Background: an optimization exercise with open tools, aiming at small area and a short achievable clock period. Do not read the settings as production practice.
The RTL was checked by simulation tests, not by an equivalence proof against the original design.
Power is estimated from default activity; no workload was simulated.

==> run Y <==
## lc4_top
module lc4_top (
   input  logic        clk,
   input  logic        rst,
   output logic [15:0] cur_pc,
   input  logic [15:0] insn0,
   input  logic [15:0] insn1,
   output logic [15:0] ret0_pc,
   output logic [15:0] ret0_insn,
   output logic        ret0_we,
   output logic [2:0]  ret0_wsel,
   output logic [15:0] ret0_data,
   output logic [1:0]  ret0_stall,
   output logic [15:0] ret1_pc,
   output logic [15:0] ret1_insn,
   output logic        ret1_we,
   output logic [2:0]  ret1_wsel,
   output logic [15:0] ret1_data,
   output logic [1:0]  ret1_stall
);
export LEC_CHECK = 0
export CAP_MARGIN = 20
export CORE_MARGIN = 2
export CORE_UTILIZATION = 50
export SETUP_SLACK_MARGIN = 1.5
export SLEW_MARGIN = 20
create_clock -name core_clock -period 5.0 [get_ports {clk}]
run.sh (not shown) runs the stock make flow with config.mk's settings and CLKGATE_MAP_FILE= SYNTH_SCRIPT=/design/flow/synth_recipe.tcl, a recipe that flattens the netlist after the stock synthesis.
==> inputs of run H, as changes to run Y <==
==> flow/design.v (replaced) <==
`timescale 1ns/10ps
module lc4_top (
   input  logic        clk,
   input  logic        rst,
   output logic [15:0] cur_pc,
   input  logic [15:0] insn0,
   input  logic [15:0] insn1,
   output logic [15:0] ret0_pc,
   output logic [15:0] ret0_insn,
   output logic        ret0_we,
   output logic [2:0]  ret0_wsel,
   output logic [15:0] ret0_data,
   output logic [1:0]  ret0_stall,
   output logic [15:0] ret1_pc,
   output logic [15:0] ret1_insn,
   output logic        ret1_we,
   output logic [2:0]  ret1_wsel,
   output logic [15:0] ret1_data,
   output logic [1:0]  ret1_stall
);
   function automatic logic writes(input logic [15:0] i);
      case (i[15:12])
         4'b0001: writes = i[5] | (i[5:3] == 3'b000) | (i[5:3] == 3'b010);
         4'b0101: writes = (i[5:3] == 3'b000) | (i[5:3] == 3'b010) | (i[5:3] == 3'b011);
         4'b1001: writes = 1'b1;
         default: writes = 1'b0;
      endcase
   endfunction
   function automatic logic [3:0] ctl_of(input logic [15:0] i);
      ctl_of[3] = !i[15] && !i[14] && !i[5] && i[4];
      ctl_of[2] = !i[14];
      ctl_of[1] = !i[14] || i[4] || i[3];
      ctl_of[0] = i[14] && !i[3];
   endfunction
   logic [15:0] pc_q;
   logic [15:0] slot_a, slot_b;
   logic        d_empty;
   logic [15:0] x_insn0, x_insn1;
   logic        x_empty, x_split;
   logic        xwe0, xwe1;
   logic [15:0] w_pc0, w_pc1, w_insn0, w_insn1, w_data0, w_data1;
   logic        w_we0, w_we1, w_empty, w_split;
   logic [15:0] regs [8];
   function automatic logic splits(input logic [15:0] a, input logic [15:0] b);
      logic rs_re, rt_re;
      rs_re  = writes(b) && (b[15:12] != 4'b1001);
      rt_re  = rs_re && !((b[15:12] == 4'b0001) && b[5]);
      splits = writes(a) && ((rs_re && (b[8:6] == a[11:9])) ||
                             (rt_re && (b[2:0] == a[11:9])));
   endfunction
   logic split;
   always_ff @(posedge clk) begin
      if (rst) split <= 1'b0;
      else if (split) split <= splits(slot_b, insn0);
      else split <= splits(insn0, insn1);
   end
   always_ff @(posedge clk) begin
      if (rst) begin
         pc_q    <= 16'h8200;
         d_empty <= 1'b1;
      end else begin
         pc_q    <= pc_q + (split ? 16'd1 : 16'd2);
         d_empty <= 1'b0;
      end
   end
   always_ff @(posedge clk) begin
      if (split) begin
         slot_a <= slot_b;
         slot_b <= insn0;
      end else begin
         slot_a <= insn0;
         slot_b <= insn1;
      end
   end
   function automatic logic [9:0] sel_of(input logic [2:0] s, input logic en);
      logic t1, t0;
      t1 = en && xwe1 && (x_insn1[11:9] == s);
      t0 = en && xwe0 && (x_insn0[11:9] == s) && !t1;
      sel_of[9] = t1;
      sel_of[8] = t0;
      for (int r = 0; r < 8; r++) sel_of[r] = en && !t1 && !t0 && (s == r[2:0]);
   endfunction
   logic [9:0] x_sa0, x_sb0, x_sa1, x_sb1;
   always_ff @(posedge clk) begin
      if (rst) begin
         x_empty <= 1'b1;
         x_split <= 1'b0;
      end else begin
         x_empty <= d_empty;
         x_split <= split;
      end
   end
   always_ff @(posedge clk) begin
      x_insn0 <= slot_a;
      x_insn1 <= slot_b;
      x_sa0   <= sel_of(slot_a[8:6], !slot_a[15]);
      x_sb0   <= sel_of(slot_a[2:0], !slot_a[15] && !slot_a[5]);
      x_sa1   <= sel_of(slot_b[8:6], !slot_b[15]);
      x_sb1   <= sel_of(slot_b[2:0], !slot_b[15] && !slot_b[5]);
   end
   function automatic logic [15:0] rd(input logic [9:0] oh, input logic [127:0] flat,
                                      input logic [15:0] d0, input logic [15:0] d1);
      logic [15:0] v;
      v = (d1 & {16{oh[9]}}) | (d0 & {16{oh[8]}});
      for (int r = 0; r < 8; r++) v = v | (flat[r*16 +: 16] & {16{oh[r]}});
      rd = v;
   endfunction
   logic [127:0] regs_flat;
   always_comb begin
      for (int r = 0; r < 8; r++) regs_flat[r*16 +: 16] = regs[r];
   end
   function automatic logic [15:0] alu(input logic [15:0] i, input logic [3:0] c,
                                       input logic [15:0] a, input logic [15:0] rb);
      logic [15:0] imm, b, g, p, x;
      logic [16:0] gg, pp, gn, pn;
      imm  = i[15] ? {{7{i[8]}}, i[8:0]} : (i[5] ? {{11{i[4]}}, i[4:0]} : 16'd0);
      b    = (rb | imm) ^ {16{c[3]}};
      p    = a ^ b;
      x    = (p & {16{c[1]}}) | (a & (b & {16{c[0]}}));
      g    = a & (b & {16{c[2]}});
      gg   = {g, c[3]};
      pp   = {p, 1'b0};
      for (int d = 1; d < 17; d = d * 2) begin
         gn = gg;
         pn = pp;
         for (int k = d; k < 17; k++) begin
            gn[k] = gg[k] | (pp[k] & gg[k-d]);
            pn[k] = pp[k] & pp[k-d];
         end
         gg = gn;
         pp = pn;
      end
      alu = x ^ gg[15:0];
   endfunction
   logic [15:0] res0, res1;
   always_comb begin
      res0 = alu(x_insn0, ctl_of(x_insn0), rd(x_sa0, regs_flat, w_data0, w_data1),
                 rd(x_sb0, regs_flat, w_data0, w_data1));
      res1 = alu(x_insn1, ctl_of(x_insn1), rd(x_sa1, regs_flat, w_data0, w_data1),
                 rd(x_sb1, regs_flat, w_data0, w_data1));
      xwe0 = !x_empty && writes(x_insn0);
      xwe1 = !x_empty && !x_split && writes(x_insn1);
   end
   always_ff @(posedge clk) begin
      if (rst) begin
         w_empty <= 1'b1;
         w_split <= 1'b0;
         w_we0   <= 1'b0;
         w_we1   <= 1'b0;
      end else begin
         w_empty <= x_empty;
         w_split <= x_split;
         w_we0   <= xwe0;
         w_we1   <= xwe1;
      end
   end
   always_ff @(posedge clk) begin
      w_pc0   <= pc_q - (x_split ? 16'd3 : 16'd4);
      w_pc1   <= pc_q - (x_split ? 16'd2 : 16'd3);
      w_insn0 <= x_insn0;
      w_insn1 <= x_insn1;
      w_data0 <= res0;
      w_data1 <= res1;
   end
   logic [7:0] wr0, wr1, hold;
   always_comb begin
      for (int r = 0; r < 8; r++) begin
         wr1[r]  = !rst && w_we1 && (w_insn1[11:9] == r[2:0]);
         wr0[r]  = !rst && w_we0 && (w_insn0[11:9] == r[2:0]) && !wr1[r];
         hold[r] = !rst && !(w_we0 && (w_insn0[11:9] == r[2:0])) &&
                   !(w_we1 && (w_insn1[11:9] == r[2:0]));
      end
   end
   always_ff @(posedge clk) begin
      for (int r = 0; r < 8; r++) begin
         regs[r] <= (regs[r] & {16{hold[r]}}) | (w_data0 & {16{wr0[r]}}) | (w_data1 & {16{wr1[r]}});
      end
   end
   assign cur_pc     = pc_q;
   assign ret0_pc    = w_pc0;
   assign ret0_insn  = w_insn0;
   assign ret0_we    = w_we0;
   assign ret0_wsel  = w_insn0[11:9];
   assign ret0_data  = w_data0;
   assign ret0_stall = {w_empty, 1'b0};
   assign ret1_pc    = w_pc1;
   assign ret1_insn  = w_insn1;
   assign ret1_we    = w_we1;
   assign ret1_wsel  = w_insn1[11:9];
   assign ret1_data  = w_data1;
   assign ret1_stall = {w_empty, w_split};
endmodule
==> flow/flow/run.sh (new file) <==
#!/bin/bash
# The standard layout (synthesis through routing, unchanged), except that the
# buffers ORFS puts on every input and output port are the smallest buffer cell
# instead of the delay buffer buffer_ports picks on its own; timing repair still
# sizes them up where a path needs it. Make's full output goes to standard.log,
# and ORFS keeps each step's own log under orfs/logs/.
set -euo pipefail
export BUFFER_PORTS_ARGS="-buffer_cell sky130_fd_sc_hd__buf_1"
bash standard.sh > standard.log 2>&1
==> flow/standard.sh (new file) <==
#!/bin/bash
# synth_recipe.tcl (not shown) runs the flow's synth.tcl, then flattens the netlist and writes it again
# the make line also repeats each setting of config.mk as NAME=value (left out here)
make -C /OpenROAD-flow-scripts/flow DESIGN_CONFIG=/design/flow/config.mk WORK_HOME=/design/flow/orfs CLKGATE_MAP_FILE= SYNTH_SCRIPT=/design/flow/synth_recipe.tcl "${@:-finish}"
Settings changed: CORE_UTILIZATION 50 to 40, CTS_CLUSTER_DIAMETER from default to 100, CTS_CLUSTER_SIZE from default to 25, SETUP_SLACK_MARGIN 1.5 to 2.3.
removed: flow/run.sh
==> inputs of run K, as changes to run Y <==
==> flow/design.v (replaced) <==
`timescale 1ns/10ps
module lc4_top (
   input  logic        clk,
   input  logic        rst,
   output logic [15:0] cur_pc,
   input  logic [15:0] insn0,
   input  logic [15:0] insn1,
   output logic [15:0] ret0_pc,
   output logic [15:0] ret0_insn,
   output logic        ret0_we,
   output logic [2:0]  ret0_wsel,
   output logic [15:0] ret0_data,
   output logic [1:0]  ret0_stall,
   output logic [15:0] ret1_pc,
   output logic [15:0] ret1_insn,
   output logic        ret1_we,
   output logic [2:0]  ret1_wsel,
   output logic [15:0] ret1_data,
   output logic [1:0]  ret1_stall
);
   function automatic logic writes(input logic [15:0] i);
      case (i[15:12])
         4'b0001: writes = i[5] | (i[5:3] == 3'b000) | (i[5:3] == 3'b010);
         4'b0101: writes = (i[5:3] == 3'b000) | (i[5:3] == 3'b010) | (i[5:3] == 3'b011);
         4'b1001: writes = 1'b1;
         default: writes = 1'b0;
      endcase
   endfunction
   logic [15:0] pc_q;
   logic [15:0] slot_a, slot_b;
   logic        d_empty;
   logic        a_we, b_rs_re, b_rt_re, split;
   always_comb begin
      a_we    = writes(slot_a);
      b_rs_re = writes(slot_b) && (slot_b[15:12] != 4'b1001);
      b_rt_re = b_rs_re && !((slot_b[15:12] == 4'b0001) && slot_b[5]);
      split   = !d_empty && a_we &&
                ((b_rs_re && (slot_b[8:6] == slot_a[11:9])) ||
                 (b_rt_re && (slot_b[2:0] == slot_a[11:9])));
   end
   always_ff @(posedge clk) begin
      if (rst) begin
         pc_q    <= 16'h8200;
         d_empty <= 1'b1;
      end else begin
         pc_q    <= pc_q + (split ? 16'd1 : 16'd2);
         d_empty <= 1'b0;
      end
   end
   always_ff @(posedge clk) begin
      if (split) begin
         slot_a <= slot_b;
         slot_b <= insn0;
      end else begin
         slot_a <= insn0;
         slot_b <= insn1;
      end
   end
   logic [15:0] x_insn0, x_insn1;
   logic        x_empty, x_split;
   always_ff @(posedge clk) begin
      if (rst) begin
         x_empty <= 1'b1;
         x_split <= 1'b0;
      end else begin
         x_empty <= d_empty;
         x_split <= split;
      end
   end
   always_ff @(posedge clk) begin
      x_insn0 <= slot_a;
      x_insn1 <= slot_b;
   end
   logic [15:0] regs [8];
   logic [7:0]  rvalid;
   function automatic logic [15:0] rd_reg(input logic [2:0] sel, input logic [7:0] vld,
                                          input logic [127:0] flat);
      logic [15:0] v;
      v = '0;
      for (int r = 0; r < 8; r++) begin
         v = v | (flat[r*16 +: 16] & {16{vld[r] && (sel == r[2:0])}});
      end
      rd_reg = v;
   endfunction
   logic [127:0] regs_flat;
   always_comb begin
      for (int r = 0; r < 8; r++) regs_flat[r*16 +: 16] = regs[r];
   end
   function automatic logic [15:0] alu(input logic [15:0] i, input logic [15:0] ra,
                                       input logic [15:0] rb);
      logic [15:0] b;
      logic        sub;
      b   = i[5] ? {{11{i[4]}}, i[4:0]} : rb;
      sub = !i[5] && i[4];
      if (i[15]) begin
         alu = {{7{i[8]}}, i[8:0]};
      end else if (i[14]) begin
         if (i[3])      alu = ra ^ rb;
         else if (i[4]) alu = ra | rb;
         else           alu = ra & rb;
      end else begin
         alu = ra + (sub ? ~b : b) + {15'd0, sub};
      end
   endfunction
   logic [15:0] res0, res1;
   logic        xwe0, xwe1;
   always_comb begin
      res0 = alu(x_insn0, rd_reg(x_insn0[8:6], rvalid, regs_flat),
                 rd_reg(x_insn0[2:0], rvalid, regs_flat));
      res1 = alu(x_insn1, rd_reg(x_insn1[8:6], rvalid, regs_flat),
                 rd_reg(x_insn1[2:0], rvalid, regs_flat));
      xwe0 = !x_empty && writes(x_insn0);
      xwe1 = !x_empty && !x_split && writes(x_insn1);
   end
   logic [7:0] wr0, wr1, hold;
   always_comb begin
      for (int r = 0; r < 8; r++) begin
         wr1[r]  = xwe1 && (x_insn1[11:9] == r[2:0]);
         wr0[r]  = xwe0 && (x_insn0[11:9] == r[2:0]) && !wr1[r];
         hold[r] = !wr0[r] && !wr1[r];
      end
   end
   always_ff @(posedge clk) begin
      for (int r = 0; r < 8; r++) begin
         regs[r] <= (regs[r] & {16{hold[r]}}) | (res0 & {16{wr0[r]}}) | (res1 & {16{wr1[r]}});
      end
   end
   always_ff @(posedge clk) begin
      for (int r = 0; r < 8; r++) begin
         if (rst) begin
            rvalid[r] <= 1'b0;
         end else if ((xwe1 && (x_insn1[11:9] == r[2:0])) ||
                      (xwe0 && (x_insn0[11:9] == r[2:0]))) begin
            rvalid[r] <= 1'b1;
         end
      end
   end
   logic [15:0] w_pc0, w_insn0, w_insn1, w_data0, w_data1;
   logic        w_we0, w_we1, w_empty, w_split;
   always_ff @(posedge clk) begin
      if (rst) begin
         w_empty <= 1'b1;
         w_split <= 1'b0;
         w_we0   <= 1'b0;
         w_we1   <= 1'b0;
      end else begin
         w_empty <= x_empty;
         w_split <= x_split;
         w_we0   <= xwe0;
         w_we1   <= xwe1;
      end
   end
   always_ff @(posedge clk) begin
      w_pc0   <= pc_q - (x_split ? 16'd3 : 16'd4);
      w_insn0 <= x_insn0;
      w_insn1 <= x_insn1;
      w_data0 <= res0;
      w_data1 <= res1;
   end
   assign cur_pc     = pc_q;
   assign ret0_pc    = w_pc0;
   assign ret0_insn  = w_insn0;
   assign ret0_we    = w_we0;
   assign ret0_wsel  = w_insn0[11:9];
   assign ret0_data  = w_data0;
   assign ret0_stall = {w_empty, 1'b0};
   assign ret1_pc    = w_pc0 + 16'd1;
   assign ret1_insn  = w_insn1;
   assign ret1_we    = w_we1;
   assign ret1_wsel  = w_insn1[11:9];
   assign ret1_data  = w_data1;
   assign ret1_stall = {w_empty, w_split};
endmodule
Settings changed: ABC_CLOCK_PERIOD_IN_PS from default to 2500, CORE_UTILIZATION 50 to 60, SETUP_SLACK_MARGIN 1.5 to 2.6.
==> run summary <==
Sum of negative setup slack: run H 0 ns; run K -; run Y 0 ns
Maximum VDD drop: run H 0.2656 mV; run K -; run Y 0.2485 mV
Total clock network power: run H 1.83 mW; run K -; run Y 2.84 mW
Worst path bufs/invs: run H 1; run K -; run Y 3
Total of endpoints with negative setup slack in the final report: run H 0; run K -; run Y 0
Startpoint of the lowest-slack register-to-register path: run H x_insn0[5]$_DFF_P_; run K -; run Y x_sa0[4]$_DFF_P_
Worst Hold End: run H x_insn0[12]$_DFF_P_; run K -; run Y w_insn0[13]$_DFF_P_
First element of the critical path: run H x_insn0[5]$_DFF_P_; run K -; run Y x_sa0[4]$_DFF_P_
Share of total power in the clock network: run H 32.2%; run K -; run Y 44.0%
Outcome: run H no timing/DRC/antenna violations; run K stopped before the end; run Y no timing/DRC/antenna violations
Stage where the flow stopped: run H -; run K 5_1_grt; run Y -
Final wirelength: run H 80820 µm; run K -; run Y 66030 µm
Proportion of final cell area spent on non-clock buffers: run H 9.328%; run K -; run Y 12.68%
Class of the tightest hold or removal check: run H reg2reg; run K -; run Y reg2reg
Final Max Tran Viols: run H 0; run K -; run Y 0
Multi-In Gates: run H 1437; run K -; run Y 1270
Crit path max-delay cell type: run H sky130_fd_sc_hd__dfxtp_2; run K -; run Y sky130_fd_sc_hd__dfxtp_1
Post-CTS Resized: run H 220; run K 486; run Y 65
Flip-flop and latch count: run H 352; run K -; run Y 327
Vias: run H 19860; run K -; run Y 16620
Peak Freq: run H 358.4 MHz; run K -; run Y 276.8 MHz
Level count of the clock H-tree: run H 1; run K 2; run Y 2
Netlist cell types: run H 86; run K 92; run Y 82
Routability congestion estimate from global placement: run H 1.015; run K 1.054; run Y 1.016
Layout cell share with drive strength beyond 1: run H 20.80%; run K -; run Y 17.99%
Power spent charging and discharging nets: run H 1.742 mW; run K -; run Y 1.689 mW

[port drivers added, routing unchanged]
No port has a modelled driver above. Below, the same layouts with a new extraction and two added sets of constraints.
Step 1 sets driving cells, clkbuf_16 on the clock port and buf_2 on the other inputs (assumed; they add their load-dependent delay and slew).
Step 2 moves the port delays by t, midway between the first and last clock arrival at a register: inputs arrive t later, outputs are due t later. That takes back most of the time a late clock gives input paths.
a / b / c = ideal ports / drivers / drivers and shift; a / b = the first two.
run	shift t [ns]	setup slack, ns	hold WS [ns]
run Y	0.597	1.387 / 1.387 / 1.117	0.338 / 0.338 / 0.338
run H	0.619	2.210 / 2.210 / 1.946	0.335 / 0.335 / 0.335
After both steps setup and hold are still met in every run listed. For run Y, which loses most, drivers alone change the setup slack by 0.000 ns; drivers and shift together by -0.270 ns.
